What follows belongs to an exercise in optimizing a design on an open flow for small area, a short achievable clock period and few clock cycles per item; a production flow would make more cautious choices.
In this exercise RTL edits were held to simulation tests only and were not proved equivalent to the original.

## old
==> module rau_datapath, before the edit <==
module rau_datapath (
	input  wire         clk,
	input  wire         arst_n,
	input  wire         full,
	output logic        take,
	input  wire  [63:0] n_val,
	input  wire  [61:0] d_val,
	input  wire         n_neg,
	input  wire         special,
	input  wire  [1:0]  special_st,
	output logic        out_valid,
	input  wire         out_ready,
	output logic [31:0] out_r_num,
	output logic [30:0] out_r_den,
	output logic [1:0]  out_status
);
	logic [63:0] u_q;
	logic [62:0] v_q;
	logic [31:0] m11, m21, m12, m22;
	logic        run_q, pend_q, done_q, c2v_q;
	logic [1:0]  sts_q, pst_q;
	assign take = full && !run_q && !pend_q;
	wire out_free = !done_q || out_ready;
	wire        u0 = u_q[0];
	wire        v0 = v_q[0];
	wire [63:0] d1 = u_q - {1'b0, v_q};
	wire        ge = !d1[63];
	wire        eq = (u_q == {1'b0, v_q});
	wire [63:0] x  = u0 ? d1 : u_q;
	wire        both_even = !u0 && !v0;
	logic [1:0] sh;
	always_comb begin
		if (both_even || x[1]) sh = 2'd0;
		else if (x[2])         sh = 2'd1;
		else if (x[3])         sh = 2'd2;
		else                   sh = 2'd3;
	end
	wire [63:0] x1   = {x[63], x[63:1]};
	logic [63:0] y;
	always_comb begin
		case (sh)
			2'd0: y = x1;
			2'd1: y = {{1{x1[63]}}, x1[63:1]};
			2'd2: y = {{2{x1[63]}}, x1[63:2]};
			default: y = {{3{x1[63]}}, x1[63:3]};
		endcase
	end
	wire        yfix = y[63] && y[0];
	wire [63:0] u_nx = yfix ? {~y[63:1], 1'b1} : y;
	wire [31:0] c12 = c2v_q ? m12 : 32'd0;
	wire [31:0] c22 = c2v_q ? m22 : 32'd1;
	function automatic logic shl_ovf(input logic [31:0] t, input logic [1:0] k);
		case (k)
			2'd0: shl_ovf = (t[31:30] != {2{t[31]}});
			2'd1: shl_ovf = (t[31:29] != {3{t[31]}});
			2'd2: shl_ovf = (t[31:28] != {4{t[31]}});
			default: shl_ovf = (t[31:27] != {5{t[31]}});
		endcase
	endfunction
	wire        sel1 = !u0 || ge;
	wire [31:0] t1 = sel1 ? m11 : c12;
	wire [31:0] t2 = sel1 ? m21 : c22;
	wire [31:0] c1n = (t1 << 1) << sh;
	wire [31:0] c2n = (t2 << 1) << sh;
	wire        ovf_a = shl_ovf(m11, sh) || shl_ovf(m21, sh);
	wire        ovf_b = shl_ovf(c12, sh) || shl_ovf(c22, sh);
	wire        ovf_c1 = sel1 ? ovf_a : ovf_b;
	wire [32:0] s1 = {m11[31], m11} + {c12[31], c12};
	wire [32:0] s2 = {m21[31], m21} + {c22[31], c22};
	wire        ovf_c2 = (s1[32] != s1[31]) || (s2[32] != s2[31]);
	logic [5:0]  t_q;
	logic        blo_q;
	logic [62:0] tmask;
	always_comb begin
		for (int i = 0; i < 63; i++) tmask[i] = (i >= t_q);
	end
	wire bl_hit = ((v_q & tmask) == '0);
	wire [31:0] hi_or = (n_val[63] ? ~n_val[63:32] : n_val[63:32]) | {2'b00, d_val[61:32]};
	logic [5:0] t_ld;
	always_comb begin
		t_ld = 6'd0;
		for (int i = 0; i < 32; i++) if (hi_or[i]) t_ld = 6'(i + 1);
	end
	wire st_odd  = u0 && v0;
	wire st_ueven = !u0 && v0;
	wire fin     = st_odd && (eq || ovf_c2 || ovf_c1);
	wire fin_ovf = st_odd && (ovf_c2 || (ovf_c1 && !eq));
	wire ue_ovf  = st_ueven && (ovf_c1 || ovf_c2);
	wire stop    = fin || ue_ovf || blo_q;
	always_ff @(posedge clk or negedge arst_n) begin
		if (!arst_n) begin
			run_q  <= 1'b0;
			pend_q <= 1'b0;
			done_q <= 1'b0;
		end else begin
			if (run_q && stop) begin
				run_q  <= 1'b0;
				done_q <= 1'b1;
			end else begin
				if (done_q && out_ready) done_q <= 1'b0;
				if ((take || pend_q) && !run_q) begin
					run_q  <= out_free;
					pend_q <= !out_free;
				end
			end
		end
	end
	always_ff @(posedge clk) begin
		if (take) begin
			t_q   <= special ? 6'd0 : t_ld;
			blo_q <= 1'b0;
		end else if (run_q) begin
			if (both_even && t_q != 6'd0) t_q <= t_q - 6'd1;
			blo_q <= bl_hit;
		end
		if (take) begin
			u_q   <= special ? 64'd1 : (n_val[0] && n_val[63]) ? {~n_val[63:1], 1'b1} : n_val;
			v_q   <= special ? 63'd1 : {1'b0, d_val};
			m11   <= special ? 32'd0 : n_neg ? 32'hffff_ffff : 32'd1;
			m21   <= 32'd0;
			pst_q <= special_st;
		end else if (run_q) begin
			if (both_even) begin
				u_q <= u_nx;
				v_q <= {1'b0, v_q[62:1]};
			end else if (!v0) begin
				u_q   <= {1'b0, v_q};
				v_q   <= u_q[62:0];
				m11   <= c12;
				m21   <= c22;
				m12   <= m11;
				m22   <= m21;
			end else begin
				u_q <= u_nx;
				if (u0 && !ge) v_q <= u_q[62:0];
				m11 <= c1n;
				m21 <= c2n;
				if (u0) begin
					m12 <= s1[31:0];
					m22 <= s2[31:0];
				end
			end
			if (fin_ovf || ue_ovf || blo_q) begin
				m12   <= 32'd0;
				m22   <= 32'd1;
				sts_q <= 2'd2;
			end else if (fin) begin
				sts_q <= pst_q;
			end
		end
	end
	always_ff @(posedge clk or negedge arst_n) begin
		if (!arst_n) begin
			c2v_q <= 1'b0;
		end else if (take) begin
			c2v_q <= 1'b0;
		end else if (run_q && ((v0 && u0) || (!v0 && !both_even) || ue_ovf)) begin
			c2v_q <= 1'b1;
		end
	end
	assign out_valid  = done_q;
	assign out_r_num  = m12;
	assign out_r_den  = m22[30:0];
	assign out_status = sts_q;
endmodule
make LEC_CHECK=0 CAP_MARGIN=20 CORE_MARGIN=2 CORE_UTILIZATION=75 SLEW_MARGIN=20 finish   # period 13.0 ns
run.sh (not shown) runs the stock make flow with config.mk's settings and CLKGATE_MAP_FILE= SYNTH_SCRIPT=/design/flow/synth_recipe.tcl, a recipe that flattens the netlist after the stock synthesis.
Having completed the whole flow, old delivered a layout that passed the timing, DRC and antenna checks.
Testbench counts of old, summed over its fixed seeds: cycles 70,685, items 3,200.
Modified inputs, new compared to old
--- a/flow/design.v
+++ b/flow/design.v
@@ -254,31 +254,18 @@
 	wire        ovf_a = shl_ovf(m11, sh) || shl_ovf(m21, sh);
 	wire        ovf_b = shl_ovf(c12, sh) || shl_ovf(c22, sh);
 	wire        ovf_c1 = sel1 ? ovf_a : ovf_b;
 	wire [32:0] s1 = {m11[31], m11} + {c12[31], c12};
 	wire [32:0] s2 = {m21[31], m21} + {c22[31], c22};
 	wire        ovf_c2 = (s1[32] != s1[31]) || (s2[32] != s2[31]);
-	logic [5:0]  t_q;
-	logic        blo_q;
-	logic [62:0] tmask;
-	always_comb begin
-		for (int i = 0; i < 63; i++) tmask[i] = (i >= t_q);
-	end
-	wire bl_hit = ((v_q & tmask) == '0);
-	wire [31:0] hi_or = (n_val[63] ? ~n_val[63:32] : n_val[63:32]) | {2'b00, d_val[61:32]};
-	logic [5:0] t_ld;
-	always_comb begin
-		t_ld = 6'd0;
-		for (int i = 0; i < 32; i++) if (hi_or[i]) t_ld = 6'(i + 1);
-	end
 	wire st_odd  = u0 && v0;
 	wire st_ueven = !u0 && v0;
 	wire fin     = st_odd && (eq || ovf_c2 || ovf_c1);
 	wire fin_ovf = st_odd && (ovf_c2 || (ovf_c1 && !eq));
 	wire ue_ovf  = st_ueven && (ovf_c1 || ovf_c2);
-	wire stop    = fin || ue_ovf || blo_q;
+	wire stop    = fin || ue_ovf;
 	always_ff @(posedge clk or negedge arst_n) begin
 		if (!arst_n) begin
 			run_q  <= 1'b0;
 			pend_q <= 1'b0;
 			done_q <= 1'b0;
 		end else begin
@@ -293,19 +280,12 @@
 				end
 			end
 		end
 	end
 	always_ff @(posedge clk) begin
 		if (take) begin
-			t_q   <= special ? 6'd0 : t_ld;
-			blo_q <= 1'b0;
-		end else if (run_q) begin
-			if (both_even && t_q != 6'd0) t_q <= t_q - 6'd1;
-			blo_q <= bl_hit;
-		end
-		if (take) begin
 			u_q   <= special ? 64'd1 : (n_val[0] && n_val[63]) ? {~n_val[63:1], 1'b1} : n_val;
 			v_q   <= special ? 63'd1 : {1'b0, d_val};
 			m11   <= special ? 32'd0 : n_neg ? 32'hffff_ffff : 32'd1;
 			m21   <= 32'd0;
 			pst_q <= special_st;
 		end else if (run_q) begin
@@ -326,13 +306,13 @@
 				m21 <= c2n;
 				if (u0) begin
 					m12 <= s1[31:0];
 					m22 <= s2[31:0];
 				end
 			end
-			if (fin_ovf || ue_ovf || blo_q) begin
+			if (fin_ovf || ue_ovf) begin
 				m12   <= 32'd0;
 				m22   <= 32'd1;
 				sts_q <= 2'd2;
 			end else if (fin) begin
 				sts_q <= pst_q;
 			end
Findings:
- Fmax in new vs old: down about 4.3%
- Between old and new, the sequential portion of the cell area is higher for new.
- The higher final critical path time including I/O delays and setup came out of new.
- | final cell utilization of the core | new vs old | 1.3 points higher |
- Total number of cells along the worst setup path, old and new: higher on old
- Reported for old and new, number of H-tree branching levels turned out identical to the last digit.
- Looking at post-route clock period utilization across old and new, the one that comes out lower is old.
- Synthesized area is lower on new
- Compared with old, new shows a number of sequential cells that is 1.3% lower.
Testbench counts of new, summed over its fixed seeds: cycles 71,838, items 3,200.


== v22 ==
Another version of the RTL of rational_arithmetic_unit (not shown whole).
==> module rau_datapath, before the edit <==
module rau_datapath (
	input  wire         clk,
	input  wire         arst_n,
	input  wire         full,
	output logic        take,
	input  wire  [63:0] n_val,
	input  wire  [61:0] d_val,
	input  wire         n_neg,
	input  wire         special,
	input  wire  [1:0]  special_st,
	output logic        out_valid,
	input  wire         out_ready,
	output logic [31:0] out_r_num,
	output logic [30:0] out_r_den,
	output logic [1:0]  out_status
);
	logic [63:0] u_q;
	logic [62:0] v_q;
	logic [31:0] m11, m21, m12, m22;
	logic        run_q, pend_q, done_q, c2v_q;
	logic [1:0]  sts_q, pst_q;
	assign take = full && !run_q && !pend_q;
	wire out_free = !done_q || out_ready;
	wire        u0 = u_q[0];
	wire        v0 = v_q[0];
	wire [63:0] d1 = u_q - {1'b0, v_q};
	wire        ge = !d1[63];
	wire        eq = (d1 == '0);
	wire [63:0] x  = u0 ? d1 : u_q;
	wire        both_even = !u0 && !v0;
	logic [1:0] sh;
	always_comb begin
		if (both_even || x[1]) sh = 2'd0;
		else if (x[2])         sh = 2'd1;
		else if (x[3])         sh = 2'd2;
		else                   sh = 2'd3;
	end
	wire [63:0] x1   = {x[63], x[63:1]};
	logic [63:0] y;
	always_comb begin
		case (sh)
			2'd0: y = x1;
			2'd1: y = {{1{x1[63]}}, x1[63:1]};
			2'd2: y = {{2{x1[63]}}, x1[63:2]};
			default: y = {{3{x1[63]}}, x1[63:3]};
		endcase
	end
	wire        yfix = y[63] && y[0];
	wire [63:0] u_nx = yfix ? {~y[63:1], 1'b1} : y;
	wire [31:0] c12 = c2v_q ? m12 : 32'd0;
	wire [31:0] c22 = c2v_q ? m22 : 32'd1;
	function automatic logic shl_ovf(input logic [31:0] t, input logic [1:0] k);
		case (k)
			2'd0: shl_ovf = (t[31:30] != {2{t[31]}});
			2'd1: shl_ovf = (t[31:29] != {3{t[31]}});
			2'd2: shl_ovf = (t[31:28] != {4{t[31]}});
			default: shl_ovf = (t[31:27] != {5{t[31]}});
		endcase
	endfunction
	wire        sel1 = !u0 || ge;
	wire [31:0] t1 = sel1 ? m11 : c12;
	wire [31:0] t2 = sel1 ? m21 : c22;
	wire [31:0] c1n = (t1 << 1) << sh;
	wire [31:0] c2n = (t2 << 1) << sh;
	wire        ovf_a = shl_ovf(m11, sh) || shl_ovf(m21, sh);
	wire        ovf_b = shl_ovf(c12, sh) || shl_ovf(c22, sh);
	wire        ovf_c1 = sel1 ? ovf_a : ovf_b;
	wire [32:0] s1 = {m11[31], m11} + {c12[31], c12};
	wire [32:0] s2 = {m21[31], m21} + {c22[31], c22};
	wire        ovf_c2 = (s1[32] != s1[31]) || (s2[32] != s2[31]);
	logic [5:0]  t_q;
	logic        blo_q;
	logic [62:0] tmask;
	always_comb begin
		for (int i = 0; i < 63; i++) tmask[i] = (i >= t_q);
	end
	wire bl_hit = ((v_q & tmask) == '0);
	wire [31:0] hi_or = (n_val[63] ? ~n_val[63:32] : n_val[63:32]) | {2'b00, d_val[61:32]};
	logic [5:0] t_ld;
	always_comb begin
		t_ld = 6'd0;
		for (int i = 0; i < 32; i++) if (hi_or[i]) t_ld = 6'(i + 1);
	end
	wire st_odd  = u0 && v0;
	wire st_ueven = !u0 && v0;
	wire fin     = st_odd && (eq || ovf_c2 || ovf_c1);
	wire fin_ovf = st_odd && (ovf_c2 || (ovf_c1 && !eq));
	wire ue_ovf  = st_ueven && (ovf_c1 || ovf_c2);
	wire stop    = fin || ue_ovf || blo_q;
	always_ff @(posedge clk or negedge arst_n) begin
		if (!arst_n) begin
			run_q  <= 1'b0;
			pend_q <= 1'b0;
			done_q <= 1'b0;
		end else begin
			if (run_q && stop) begin
				run_q  <= 1'b0;
				done_q <= 1'b1;
			end else begin
				if (done_q && out_ready) done_q <= 1'b0;
				if ((take || pend_q) && !run_q) begin
					run_q  <= out_free;
					pend_q <= !out_free;
				end
			end
		end
	end
	always_ff @(posedge clk) begin
		if (take) begin
			t_q   <= special ? 6'd0 : t_ld;
			blo_q <= 1'b0;
		end else if (run_q) begin
			if (both_even && t_q != 6'd0) t_q <= t_q - 6'd1;
			blo_q <= bl_hit;
		end
		if (take) begin
			u_q   <= special ? 64'd1 : (n_val[0] && n_val[63]) ? {~n_val[63:1], 1'b1} : n_val;
			v_q   <= special ? 63'd1 : {1'b0, d_val};
			m11   <= special ? 32'd0 : n_neg ? 32'hffff_ffff : 32'd1;
			m21   <= 32'd0;
			pst_q <= special_st;
		end else if (run_q) begin
			if (both_even) begin
				u_q <= u_nx;
				v_q <= {1'b0, v_q[62:1]};
			end else if (!v0) begin
				u_q   <= {1'b0, v_q};
				v_q   <= u_q[62:0];
				m11   <= c12;
				m21   <= c22;
				m12   <= m11;
				m22   <= m21;
			end else begin
				u_q <= u_nx;
				if (u0 && !ge) v_q <= u_q[62:0];
				m11 <= c1n;
				m21 <= c2n;
				if (u0) begin
					m12 <= s1[31:0];
					m22 <= s2[31:0];
				end
			end
			if (fin_ovf || ue_ovf || blo_q) begin
				m12   <= 32'd0;
				m22   <= 32'd1;
				sts_q <= 2'd2;
			end else if (fin) begin
				sts_q <= pst_q;
			end
		end
	end
	always_ff @(posedge clk or negedge arst_n) begin
		if (!arst_n) begin
			c2v_q <= 1'b0;
		end else if (take) begin
			c2v_q <= 1'b0;
		end else if (run_q && ((v0 && u0) || (!v0 && !both_even) || ue_ovf)) begin
			c2v_q <= 1'b1;
		end
	end
	assign out_valid  = done_q;
	assign out_r_num  = m12;
	assign out_r_den  = m22[30:0];
	assign out_status = sts_q;
endmodule
export LEC_CHECK = 0
export CAP_MARGIN = 20
export CORE_MARGIN = 2
export CORE_UTILIZATION = 40
export SLEW_MARGIN = 20
create_clock -name core_clock -period 13.0 [get_ports {clk}]
v22 completed every stage of the flow, and the final layout passed the timing, DRC and antenna checks.
Testbench counts of v22, summed over its fixed seeds: cycles 70,685, items 3,200.
Relative to v22, the following input files were edited for v13:
-- flow/design.v --
<<< v22, line 215
	wire [63:0] d1 = u_q - {1'b0, v_q};
	wire        ge = !d1[63];
	wire        eq = (d1 == '0);
	wire [63:0] x  = u0 ? d1 : u_q;
	wire        both_even = !u0 && !v0;
>>> v13, line 215
	wire [63:0] d1 = u_q - {1'b0, v_q};
	wire        ge = !d1[63];
	wire        eq = (u_q == {1'b0, v_q});
	wire [63:0] x  = u0 ? d1 : u_q;
	wire        both_even = !u0 && !v0;
<<< v22, line 258
	wire [32:0] s2 = {m21[31], m21} + {c22[31], c22};
	wire        ovf_c2 = (s1[32] != s1[31]) || (s2[32] != s2[31]);
	logic [5:0]  t_q;
	logic        blo_q;
	logic [62:0] tmask;
	always_comb begin
		for (int i = 0; i < 63; i++) tmask[i] = (i >= t_q);
	end
	wire bl_hit = ((v_q & tmask) == '0);
	wire [31:0] hi_or = (n_val[63] ? ~n_val[63:32] : n_val[63:32]) | {2'b00, d_val[61:32]};
	logic [5:0] t_ld;
	always_comb begin
		t_ld = 6'd0;
		for (int i = 0; i < 32; i++) if (hi_or[i]) t_ld = 6'(i + 1);
	end
	wire st_odd  = u0 && v0;
	wire st_ueven = !u0 && v0;
>>> v13, line 258
	wire [32:0] s2 = {m21[31], m21} + {c22[31], c22};
	wire        ovf_c2 = (s1[32] != s1[31]) || (s2[32] != s2[31]);
	wire st_odd  = u0 && v0;
	wire st_ueven = !u0 && v0;
<<< v22, line 276
	wire fin_ovf = st_odd && (ovf_c2 || (ovf_c1 && !eq));
	wire ue_ovf  = st_ueven && (ovf_c1 || ovf_c2);
	wire stop    = fin || ue_ovf || blo_q;
	always_ff @(posedge clk or negedge arst_n) begin
		if (!arst_n) begin
>>> v13, line 263
	wire fin_ovf = st_odd && (ovf_c2 || (ovf_c1 && !eq));
	wire ue_ovf  = st_ueven && (ovf_c1 || ovf_c2);
	wire stop    = fin || ue_ovf;
	always_ff @(posedge clk or negedge arst_n) begin
		if (!arst_n) begin
<<< v22, line 296
	end
	always_ff @(posedge clk) begin
		if (take) begin
			t_q   <= special ? 6'd0 : t_ld;
			blo_q <= 1'b0;
		end else if (run_q) begin
			if (both_even && t_q != 6'd0) t_q <= t_q - 6'd1;
			blo_q <= bl_hit;
		end
		if (take) begin
			u_q   <= special ? 64'd1 : (n_val[0] && n_val[63]) ? {~n_val[63:1], 1'b1} : n_val;
>>> v13, line 283
	end
	always_ff @(posedge clk) begin
		if (take) begin
			u_q   <= special ? 64'd1 : (n_val[0] && n_val[63]) ? {~n_val[63:1], 1'b1} : n_val;
<<< v22, line 330
				end
			end
			if (fin_ovf || ue_ovf || blo_q) begin
				m12   <= 32'd0;
				m22   <= 32'd1;
>>> v13, line 310
				end
			end
			if (fin_ovf || ue_ovf) begin
				m12   <= 32'd0;
				m22   <= 32'd1;
Diff v13 and v22: share of final-layout standard cells stronger than drive strength 1 lower in v22. Combined area of all synthesized cells on v13 is ahead of v22. v13 vs. v22: net count after synthesis now smaller, number of signal-net buffers in the layout now larger. Of v13 and v22, v13 shows the lower number of placement rows, with v22 above it.
Testbench counts of v13, summed over its fixed seeds: cycles 71,838, items 3,200.

==> what the ideal ports hide <==
How much do the figures lean on ideal ports? The routed layouts below were timed once more, with nothing changed but the port constraints. Step 1 (the two cells are an assumption about what drives the block):
set clk [get_ports {clk}]
set_driving_cell -lib_cell sky130_fd_sc_hd__clkbuf_16 $clk
set_driving_cell -lib_cell sky130_fd_sc_hd__buf_2 [delete_from_list [all_inputs] $clk]
Step 2, shift: input delay + t, output delay - t, t = (earliest + latest rising clock arrival at the registers) / 2. This alone moves slack from input paths to output paths. Slacks: no drivers / after step 1 / after step 2; pairs: no drivers / after step 1.
run	shift t [ns]	slack for setup (ns)	hold WS [ns]
old	0.729	6.857 / 6.857 / 6.857	0.448 / 0.448 / 0.448
new	0.718	6.581 / 6.581 / 6.581	0.438 / 0.438 / 0.438
v22	0.714	5.231 / 5.231 / 5.231	0.442 / 0.442 / 0.442
v13	0.704	6.806 / 6.806 / 6.806	0.436 / 0.436 / 0.436
After both steps setup and hold are still met in every run listed.
